Background: an optimization exercise with open tools, aiming at small area, a short achievable clock period and few clock cycles per item. Do not read the settings as production practice.
The RTL was checked by simulation tests, not by an equivalence proof against the original design.

== alpha ==
// anffl_tex_etc1_encoder
module anffl_tex_etc1_encoder
(
  input  logic        clk,
  input  logic        rst_n,
  input  logic        in_valid,
  output logic        in_ready,
  input  logic [23:0] in_texel,
  output logic        out_valid,
  input  logic        out_ready,
  output logic [63:0] out_block,
  output logic        busy
);
Size in the first run: roughly 8,800 cells after synthesis, roughly 1,600 flip-flops, about 0.084 sq mm of cells after synthesis.
Settings: LEC_CHECK=0, CAP_MARGIN=20, CORE_MARGIN=2, CORE_UTILIZATION=40, CTS_CLUSTER_DIAMETER=100, CTS_CLUSTER_SIZE=25, SLEW_MARGIN=20; clock period 17.0 ns.
run.sh (not shown) runs the stock make flow with config.mk's settings and CLKGATE_MAP_FILE= SYNTH_SCRIPT=/design/flow/synth_recipe.tcl, a recipe that flattens the netlist after the stock synthesis.
Testbench counts of alpha, summed over its fixed seeds: cycles 6,328, blocks 384.
## Diff of input files: beta against alpha
diff --git a/flow/design.v b/flow/design.v
--- a/flow/design.v
+++ b/flow/design.v
@@ -146,121 +146,117 @@
   input  logic        clk,
   input  logic        rst_n,
   input  logic        in_valid,
   output logic        in_ready,
   input  logic [23:0] in_texel,
   output logic        out_valid,
   input  logic        out_ready,
   output logic [63:0] out_block,
   output logic        busy
 );
   localparam int AW = anffl_tex_pkg::AW;
   logic [3:0] ph, widx, ph_n, widx_n;
-  logic       pend, run_q, done_pend, fill, ov, rdy_q, busy_q;
+  logic       pend, run_q, done_pend, fill, ov, wr_d, rdy_q, busy_q;
   logic       ov_o, slot_q, pok_q, rdy_i;
-  logic       last_q;    
-  logic       inc;       
   logic       pend_n, run_n, done_n, fill_n, ov_n, start_n;
   logic [2:0] nblk, nblk_n;
   logic       start, ev0, wr, ta, tb, idle;
   logic       v1, v2, v3;
   assign start     = (ph == 4'd0) && pend && (!done_pend || !ov);
   assign ev0       = (ph == 4'd0) ? start : run_q;
   assign rdy_i     = slot_q && pok_q;
-  assign inc       = in_valid && last_q;
   assign wr        = in_valid && rdy_i;
   assign ta        = (ph == 4'd3) && done_pend && !ov && !fill;
   assign tb        = (ph == 4'd5) && fill;
   assign in_ready  = rdy_q;
   assign out_valid = ov_o;
   assign idle      = (widx == 4'd0) && !pend && !run_q && !done_pend && !fill
                      && !v1 && !v2 && !v3;
   assign busy      = busy_q;
   always_comb begin
     ph_n    = (ph == 4'd0 && idle && !wr) ? 4'd0 : ph + 4'd1;
     widx_n  = wr ? widx + 4'd1 : widx;
-    pend_n  = inc ? 1'b1 : (start ? 1'b0 : pend);
+    pend_n  = (wr && widx == 4'd15) ? 1'b1 : (start ? 1'b0 : pend);
     run_n   = (ph == 4'd0) ? start : run_q;
     done_n  = (ph == 4'd15 && run_q) ? 1'b1 : (tb ? 1'b0 : done_pend);
     fill_n  = ta ? 1'b1 : (tb ? 1'b0 : fill);
     ov_n    = tb ? 1'b1 : ((ov && out_ready) ? 1'b0 : ov);
-    case ({inc, ov && out_ready})
+    case ({wr && widx == 4'd15, ov && out_ready})
       2'b10:   nblk_n = nblk + 3'd1;
       2'b01:   nblk_n = nblk - 3'd1;
       default: nblk_n = nblk;
     endcase
     start_n = (ph_n == 4'd0) && pend_n && (!done_n || !ov_n);
   end
-  logic dec_ok, busy_n, rdy_n;
+  logic inc_ok, dec_ok, busy_n, rdy_n;
   logic [3:0] rdy_w;    
-  logic [3:0] slot_w, pok_w, last_w;
-  logic       slot_n, pok_n, last_n;
+  logic [3:0] slot_w, pok_w;
+  logic       slot_n, pok_n;
+  assign inc_ok = rdy_i && (widx == 4'd15);
   assign dec_ok = ov;
   always_comb begin
     for (int k = 0; k < 4; k++) begin
       logic       w, o, pn, dn, on, sn;
       logic [3:0] wn, phk;
       w  = k[1] && rdy_i;
       o  = k[0];
       wn = w ? widx + 4'd1 : widx;
       phk = (ph == 4'd0 && idle && !w) ? 4'd0 : ph + 4'd1;
       pn = (w && widx == 4'd15) ? 1'b1 : (start ? 1'b0 : pend);
       on = tb ? 1'b1 : ((ov && o) ? 1'b0 : ov);
       sn = (phk == 4'd0) && pn && (!done_n || !on);
       slot_w[k] = (phk == wn);
       pok_w[k]  = !pn || sn;
       rdy_w[k]  = slot_w[k] && pok_w[k];
-      last_w[k] = rdy_w[k] && (wn == 4'd15);
     end
-    last_n = last_w[{in_valid, out_ready}];
     rdy_n  = rdy_w[{in_valid, out_ready}];
     slot_n = slot_w[{in_valid, out_ready}];
     pok_n  = pok_w[{in_valid, out_ready}];
-    case ({inc, out_ready && dec_ok})
+    case ({in_valid && inc_ok, out_ready && dec_ok})
       2'b10:   busy_n = 1'b1;
       2'b01:   busy_n = (nblk > 3'd1);
       default: busy_n = (nblk != 3'd0);
     endcase
   end
   always_ff @(posedge clk or negedge rst_n) begin
     if (!rst_n) begin
       ph        <= '0;
       widx      <= '0;
       pend      <= 1'b0;
       run_q     <= 1'b0;
       done_pend <= 1'b0;
       fill      <= 1'b0;
       ov        <= 1'b0;
+      wr_d      <= 1'b0;
       nblk      <= '0;
       rdy_q     <= 1'b0;
       busy_q    <= 1'b0;
       slot_q    <= 1'b0;
       pok_q     <= 1'b0;
       ov_o      <= 1'b0;
-      last_q    <= 1'b0;
     end else begin
       ph        <= ph_n;
       widx      <= widx_n;
       pend      <= pend_n;
       run_q     <= run_n;
       done_pend <= done_n;
       fill      <= fill_n;
       ov        <= ov_n;
+      wr_d      <= wr;
       nblk      <= nblk_n;
       rdy_q     <= rdy_n;
       busy_q    <= busy_n;
       slot_q    <= slot_n;
       pok_q     <= pok_n;
       ov_o      <= tb || (ov_o && !out_ready);
-      last_q    <= last_n;
     end
   end
   logic [23:0] tr [16];
   always_ff @(posedge clk) begin
     for (int i = 0; i < 15; i++) tr[i] <= tr[i+1];
     tr[15] <= wr ? in_texel : tr[0];
   end
   logic [10:0] sum [2][3];
   logic [1:0]  wsb;       
   logic        tfirst;    
   logic [3:0]  qb [2][3];
   always_ff @(posedge clk or negedge rst_n)
==> run notes <==
beta vs alpha: minimum clock period after layout down
The die area of alpha and that of beta are within noise of each other.
From alpha to beta the numbers moved as follows: clock network latency to the later pin of the worst-skew pair level, fraction of registers with async set or reset after synthesis level.
From alpha to beta the numbers moved as follows: area of the multi-input gates roughly the same; depth of the critical timing path with buffers and inverters included lower; number of unique standard cell types used by synthesis lower.
Relative to alpha, worst hold slack has gone up in beta.
Wire: beta routes less than alpha
Relative to alpha, final worst setup slack has gone up in beta.
Higher cell count goes to alpha over beta.
Testbench counts of beta, summed over its fixed seeds: cycles 6,328, blocks 384.

---

v6:
anffl_tex_etc1_encoder, a different RTL version from the one above (not shown whole).
Size in the first run: about 1600 flip-flops, ~95 I/O pins.
clock: 17.0 ns
lec_check: 0
cap_margin: 20
core_margin: 2
core_utilization: 40
cts_cluster_diameter: 100
cts_cluster_size: 25
slew_margin: 20
Testbench counts of v6, summed over its fixed seeds: cycles 6,328, blocks 384.
Modified inputs, v7 compared to v6
-- flow/design.v --
<<< v6, line 36
    nbits = 1;
    while ((1 << nbits) <= v) nbits++;
  endfunction
  function automatic int mod_sorted(input int i);
    case (i)
      0: mod_sorted = 2;    1: mod_sorted = 5;    2: mod_sorted = 8;    3: mod_sorted = 9;
      4: mod_sorted = 13;   5: mod_sorted = 17;   6: mod_sorted = 18;   7: mod_sorted = 24;
      8: mod_sorted = 29;   9: mod_sorted = 33;  10: mod_sorted = 42;  11: mod_sorted = 47;
      12: mod_sorted = 60; 13: mod_sorted = 80;  14: mod_sorted = 106; default: mod_sorted = 183;
    endcase
  endfunction
  function automatic int mod_place(input int m);
    mod_place = 0;
    for (int i = 0; i < 16; i++) if (mod_sorted(i) == m) mod_place = i;
  endfunction
  function automatic logic [3:0] q4(input logic [10:0] sum);
>>> v7, line 36
    nbits = 1;
    while ((1 << nbits) <= v) nbits++;
  endfunction
  function automatic logic [3:0] q4(input logic [10:0] sum);
<<< v6, line 111
  input  logic [23:0]   ap_i,     
  input  logic [23:0]   an_i,     
  input  logic [2:0]    pos_i,    
  input  logic [2:0]    neg_i,    
  input  logic [47:0]   lt_i,     
  input  logic [11:0]   q_i,      
  input  logic [11:0]   n_i,      
>>> v7, line 99
  input  logic [23:0]   ap_i,     
  input  logic [23:0]   an_i,     
  input  logic [11:0]   q_i,      
  input  logic [11:0]   n_i,      
<<< v6, line 132
      logic [7:0] ap, an;
      logic [3:0] q;
      logic       lts, ltl;
      ap = ap_i[8*c +: 8];
      an = an_i[8*c +: 8];
      q  = q_i[4*c +: 4];
      lts    = lt_i[16*c + anffl_tex_pkg::mod_place(SM)];
      ltl    = lt_i[16*c + anffl_tex_pkg::mod_place(LG)];
      msp[c] = lts ? ap[WS-1:0] : (pos_i[c] ? WS'(SM) : WS'(0));
      msn[c] = lts ? an[WS-1:0] : (neg_i[c] ? WS'(SM) : WS'(0));
      mlp[c] = ltl ? ap[WL-1:0] : (pos_i[c] ? WL'(LG) : WL'(0));
      mln[c] = ltl ? an[WL-1:0] : (neg_i[c] ? WL'(LG) : WL'(0));
      glp[c] = WL'(anffl_tex_pkg::clamp_loss(LG, 4'd15 - q));
      gln[c] = WL'(anffl_tex_pkg::clamp_loss(LG, q));
>>> v7, line 117
      logic [7:0] ap, an;
      logic [3:0] q;
      ap = ap_i[8*c +: 8];
      an = an_i[8*c +: 8];
      q  = q_i[4*c +: 4];
      msp[c] = anffl_tex_pkg::lt_const(ap, SM) ? ap[WS-1:0] : WS'(SM);
      msn[c] = anffl_tex_pkg::lt_const(an, SM) ? an[WS-1:0] : WS'(SM);
      mlp[c] = anffl_tex_pkg::lt_const(ap, LG) ? ap[WL-1:0] : WL'(LG);
      mln[c] = anffl_tex_pkg::lt_const(an, LG) ? an[WL-1:0] : WL'(LG);
      glp[c] = WL'(anffl_tex_pkg::clamp_loss(LG, 4'd15 - q));
      gln[c] = WL'(anffl_tex_pkg::clamp_loss(LG, q));
<<< v6, line 310
  end
  logic [23:0] ap1, an1;
  logic [2:0]  pos1, neg1;
  logic [47:0] lt1;      
  logic [11:0] q1, n1;
  always_ff @(posedge clk) begin
>>> v7, line 292
  end
  logic [23:0] ap1, an1;
  logic [11:0] q1, n1;
  always_ff @(posedge clk) begin
<<< v6, line 332
      ap1[8*c +: 8] <= d[8] ? 8'd0 : d[7:0];
      an1[8*c +: 8] <= d[8] ? 8'(-d) : 8'd0;
      pos1[c]       <= !d[8] && (d != 9'd0);
      neg1[c]       <= d[8];
      for (int i = 0; i < 16; i++)
        lt1[16*c + i] <= anffl_tex_pkg::gt_u(16'({!d[8], d[7:0]}), 16'(256 - anffl_tex_pkg::mod_sorted(i)))
                      && anffl_tex_pkg::gt_u(16'(256 + anffl_tex_pkg::mod_sorted(i)), 16'({!d[8], d[7:0]}));
      q1[4*c +: 4] <= qc;
    end
>>> v7, line 312
      ap1[8*c +: 8] <= d[8] ? 8'd0 : d[7:0];
      an1[8*c +: 8] <= d[8] ? 8'(-d) : 8'd0;
      q1[4*c +: 4] <= qc;
    end
<<< v6, line 367
      .ap_i (ap1),
      .an_i (an1),
      .pos_i(pos1),
      .neg_i(neg1),
      .lt_i (lt1),
      .q_i  (q1),
      .n_i  (n1),
>>> v7, line 342
      .ap_i (ap1),
      .an_i (an1),
      .q_i  (q1),
      .n_i  (n1),
Findings:
Diff v6 -> v7: clock buffer and inverter area fraction after layout comparable.
Status: starting density of the core parity (v6, v7)
Slack of the critical path, v7 and v6, higher one = v6.
Between v6 and v7, the core utilization figures differ only marginally.
Summary of v7 over v6: sequential cell count fell by 3.4%.
Looking at critical path depth in cells across v7 and v6, the one that comes out higher is v7.
v7 does better than v6 on routed wire length.
HPWL after detailed placement in v7 is 17 mm lower than in v6
Arrival time of data at the critical path endpoint | v7 above v6
Looking at amount of wire on met2 after detailed routing, v7 sits about 8% below v6.
Cmp v7 and v6 / synthesized-area fraction occupied by ao, oa, aoi and oai cells / lower: v7
Testbench counts of v7, summed over its fixed seeds: cycles 6,328, blocks 384.

---

Another version of the RTL of anffl_tex_etc1_encoder (not shown whole).
Size: roughly 9400 cells after synthesis, about 1500 flip-flops, ~95 I/O pins.
Settings: LEC_CHECK=0, CAP_MARGIN=20, CORE_MARGIN=2, CORE_UTILIZATION=40, SLEW_MARGIN=20; clock period 17.0 ns.
The first run completed without violations.
Testbench counts at the start, summed over its fixed seeds: cycles 6,440, blocks 384.
Rerun with:
--- a/flow/design.v
+++ b/flow/design.v
@@ -160,22 +160,22 @@
 );
   localparam int AW = anffl_tex_pkg::AW;
   logic [3:0] ph, widx, ph_n, widx_n;
   logic       pend, run_q, done_pend, fill, ov, wr_d, rdy_q, busy_q;
   logic       pend_n, run_n, done_n, fill_n, ov_n, start_n;
   logic [2:0] nblk, nblk_n;
   logic       start, ev0, wr, ta, tb;
   assign start     = (ph == 4'd0) && pend && (!done_pend || !ov);
   assign ev0       = (ph == 4'd0) ? start : run_q;
   assign wr        = in_valid && rdy_q;
-  assign ta        = (ph == 4'd2) && done_pend && !ov && !fill;
-  assign tb        = (ph == 4'd4) && fill;
+  assign ta        = (ph == 4'd3) && done_pend && !ov && !fill;
+  assign tb        = (ph == 4'd5) && fill;
   assign in_ready  = rdy_q;
   assign out_valid = ov;
   assign busy      = busy_q;
   always_comb begin
     ph_n    = ph + 4'd1;
     widx_n  = wr ? widx + 4'd1 : widx;
     pend_n  = (wr && widx == 4'd15) ? 1'b1 : (start ? 1'b0 : pend);
     run_n   = (ph == 4'd0) ? start : run_q;
     done_n  = (ph == 4'd15 && run_q) ? 1'b1 : (tb ? 1'b0 : done_pend);
     fill_n  = ta ? 1'b1 : (tb ? 1'b0 : fill);
@@ -350,65 +350,69 @@
       v3 <= 1'b0;
     end else begin
       v2 <= v1;
       v3 <= v2;
     end
   logic [15:0] cr [16];
   always_ff @(posedge clk) begin
     for (int i = 0; i < 15; i++) cr[i] <= cr[i+1];
     cr[15] <= v3 ? cnew : cr[0];
   end
-  logic [7:0] win;
-  logic [2:0] bt;
-  always_ff @(posedge clk)
-    for (int t = 0; t < 8; t++) begin
-      logic w;
-      w = 1'b1;
-      for (int u = 0; u < 8; u++) begin
-        logic [15:0] xt, xu;
-        xt = 16'({!acc[ph[1]][t][AW-1], acc[ph[1]][t][AW-2:0]});
-        xu = 16'({!acc[ph[1]][u][AW-1], acc[ph[1]][u][AW-2:0]});
-        if (u < t && !anffl_tex_pkg::gt_u(xu, xt)) w = 1'b0;
-        if (u > t &&  anffl_tex_pkg::gt_u(xt, xu)) w = 1'b0;
+  logic [15:0] xs [8];       
+  logic [15:0] v1t [4], v2t [2];
+  logic        i1t [4];
+  logic [1:0]  i2t [2];
+  logic [2:0]  bt;
+  always_comb
+    for (int t = 0; t < 8; t++)
+      xs[t] = 16'({!acc[ph[1]][t][AW-1], acc[ph[1]][t][AW-2:0]});
+  always_ff @(posedge clk) begin
+    for (int p = 0; p < 4; p++) begin
+      i1t[p] <= anffl_tex_pkg::gt_u(xs[2*p], xs[2*p+1]);
+      v1t[p] <= anffl_tex_pkg::gt_u(xs[2*p], xs[2*p+1]) ? xs[2*p+1] : xs[2*p];
+    end
+    for (int p = 0; p < 2; p++)
+      if (anffl_tex_pkg::gt_u(v1t[2*p], v1t[2*p+1])) begin
+        v2t[p] <= v1t[2*p+1];
+        i2t[p] <= {1'b1, i1t[2*p+1]};
+      end else begin
+        v2t[p] <= v1t[2*p];
+        i2t[p] <= {1'b0, i1t[2*p]};
       end
-      win[t] <= w;
-    end
-  always_comb begin
-    bt = '0;
-    for (int t = 0; t < 8; t++) if (win[t]) bt = bt | 3'(t);
   end
+  assign bt = anffl_tex_pkg::gt_u(v2t[0], v2t[1]) ? {1'b1, i2t[1]} : {1'b0, i2t[0]};
   logic [11:0] qo [2];
   logic [63:0] ob;
   always_ff @(posedge clk) begin
     if (ph == 4'd15 && run_q) begin
       for (int c = 0; c < 3; c++) begin
         qo[0][4*c +: 4] <= qb[0][c];
         qo[1][4*c +: 4] <= qb[1][c];
       end
     end
     if (ta) begin
       ob[anffl_tex_pkg::OFS_R + 4 +: 4] <= qo[0][8 +: 4];
       ob[anffl_tex_pkg::OFS_B + 4 +: 4] <= qo[0][0 +: 4];
       ob[anffl_tex_pkg::OFS_G + 4 +: 4] <= qo[0][4 +: 4];
       ob[anffl_tex_pkg::OFS_CW0 +: 3]   <= bt;
       for (int j = 0; j < 16; j++)
         if (j % 4 < 2) begin
           logic [15:0] cw;
-          cw = cr[(j + 1) % 16];
+          cw = cr[j];
           ob[anffl_tex_pkg::OFS_IDX + 2 * (4 * (j / 4) + 3 - j % 4) +: 2] <= cw[2 * bt +: 2];
         end
     end
     if (tb) begin
       ob[anffl_tex_pkg::OFS_R +: 4] <= qo[1][8 +: 4];
       ob[anffl_tex_pkg::OFS_B +: 4] <= qo[1][0 +: 4];
       ob[anffl_tex_pkg::OFS_G +: 4] <= qo[1][4 +: 4];
       ob[anffl_tex_pkg::OFS_CW1 +: 3] <= bt;
       for (int j = 0; j < 16; j++)
         if (j % 4 >= 2) begin
           logic [15:0] cw;
-          cw = cr[(j + 15) % 16];
+          cw = cr[(j + 14) % 16];
           ob[anffl_tex_pkg::OFS_IDX + 2 * (4 * (j / 4) + 3 - j % 4) +: 2] <= cw[2 * bt +: 2];
         end
     end
   end
   assign out_block = {ob[63:26], 2'b00, ob[23:0]};
 endmodule
Final area decreases by 3.2%.
Count of clock-buffer cells in the layout does not change.
Wire length decreases by 8.1%.
Testbench counts after the change, summed over its fixed seeds: cycles 6,448, blocks 384.

==> re-timing with driven ports <==
How much do the figures lean on ideal ports? The routed layouts below were timed once more, with nothing changed but the port constraints. Step 1 (the two cells are an assumption about what drives the block):
set clk [get_ports {clk}]
set_driving_cell -lib_cell sky130_fd_sc_hd__clkbuf_16 $clk
set_driving_cell -lib_cell sky130_fd_sc_hd__buf_2 [delete_from_list [all_inputs] $clk]
Step 2 times the ports against the registers' clock, not the clock port: input delays grow and output delays shrink by t, the midpoint of the rising clock arrivals with the driver on. Slacks: ideal / step 1 / step 2; pairs: ideal / step 1.
| run | shift t [ns] | slack for setup (ns) | worst register clock-pin slew, ns | cell pins on the clock port's net |
|---|---|---|---|---|
| alpha | 0.821 | 11.672 / 11.672 / 11.672 | 0.11 / 0.11 | 1 |
| beta | 0.821 | 11.681 / 11.704 / 10.903 | 0.11 / 0.11 | 1 |
| v6 | 0.859 | 11.812 / 11.787 / 11.812 | 0.11 / 0.11 | 1 |
| v7 | 0.820 | 11.147 / 11.147 / 11.147 | 0.11 / 0.11 | 1 |
| the first run of note 3 | 0.893 | 11.354 / 11.354 / 11.321 | 0.07 / 0.07 | 1 |
| the second run of note 3 | 0.891 | 11.612 / 11.567 / 11.344 | 0.07 / 0.07 | 1 |
After both steps every run listed still meets setup and hold. For beta, which loses most, drivers alone change the setup slack by +0.023 ns; drivers and shift together by -0.778 ns.
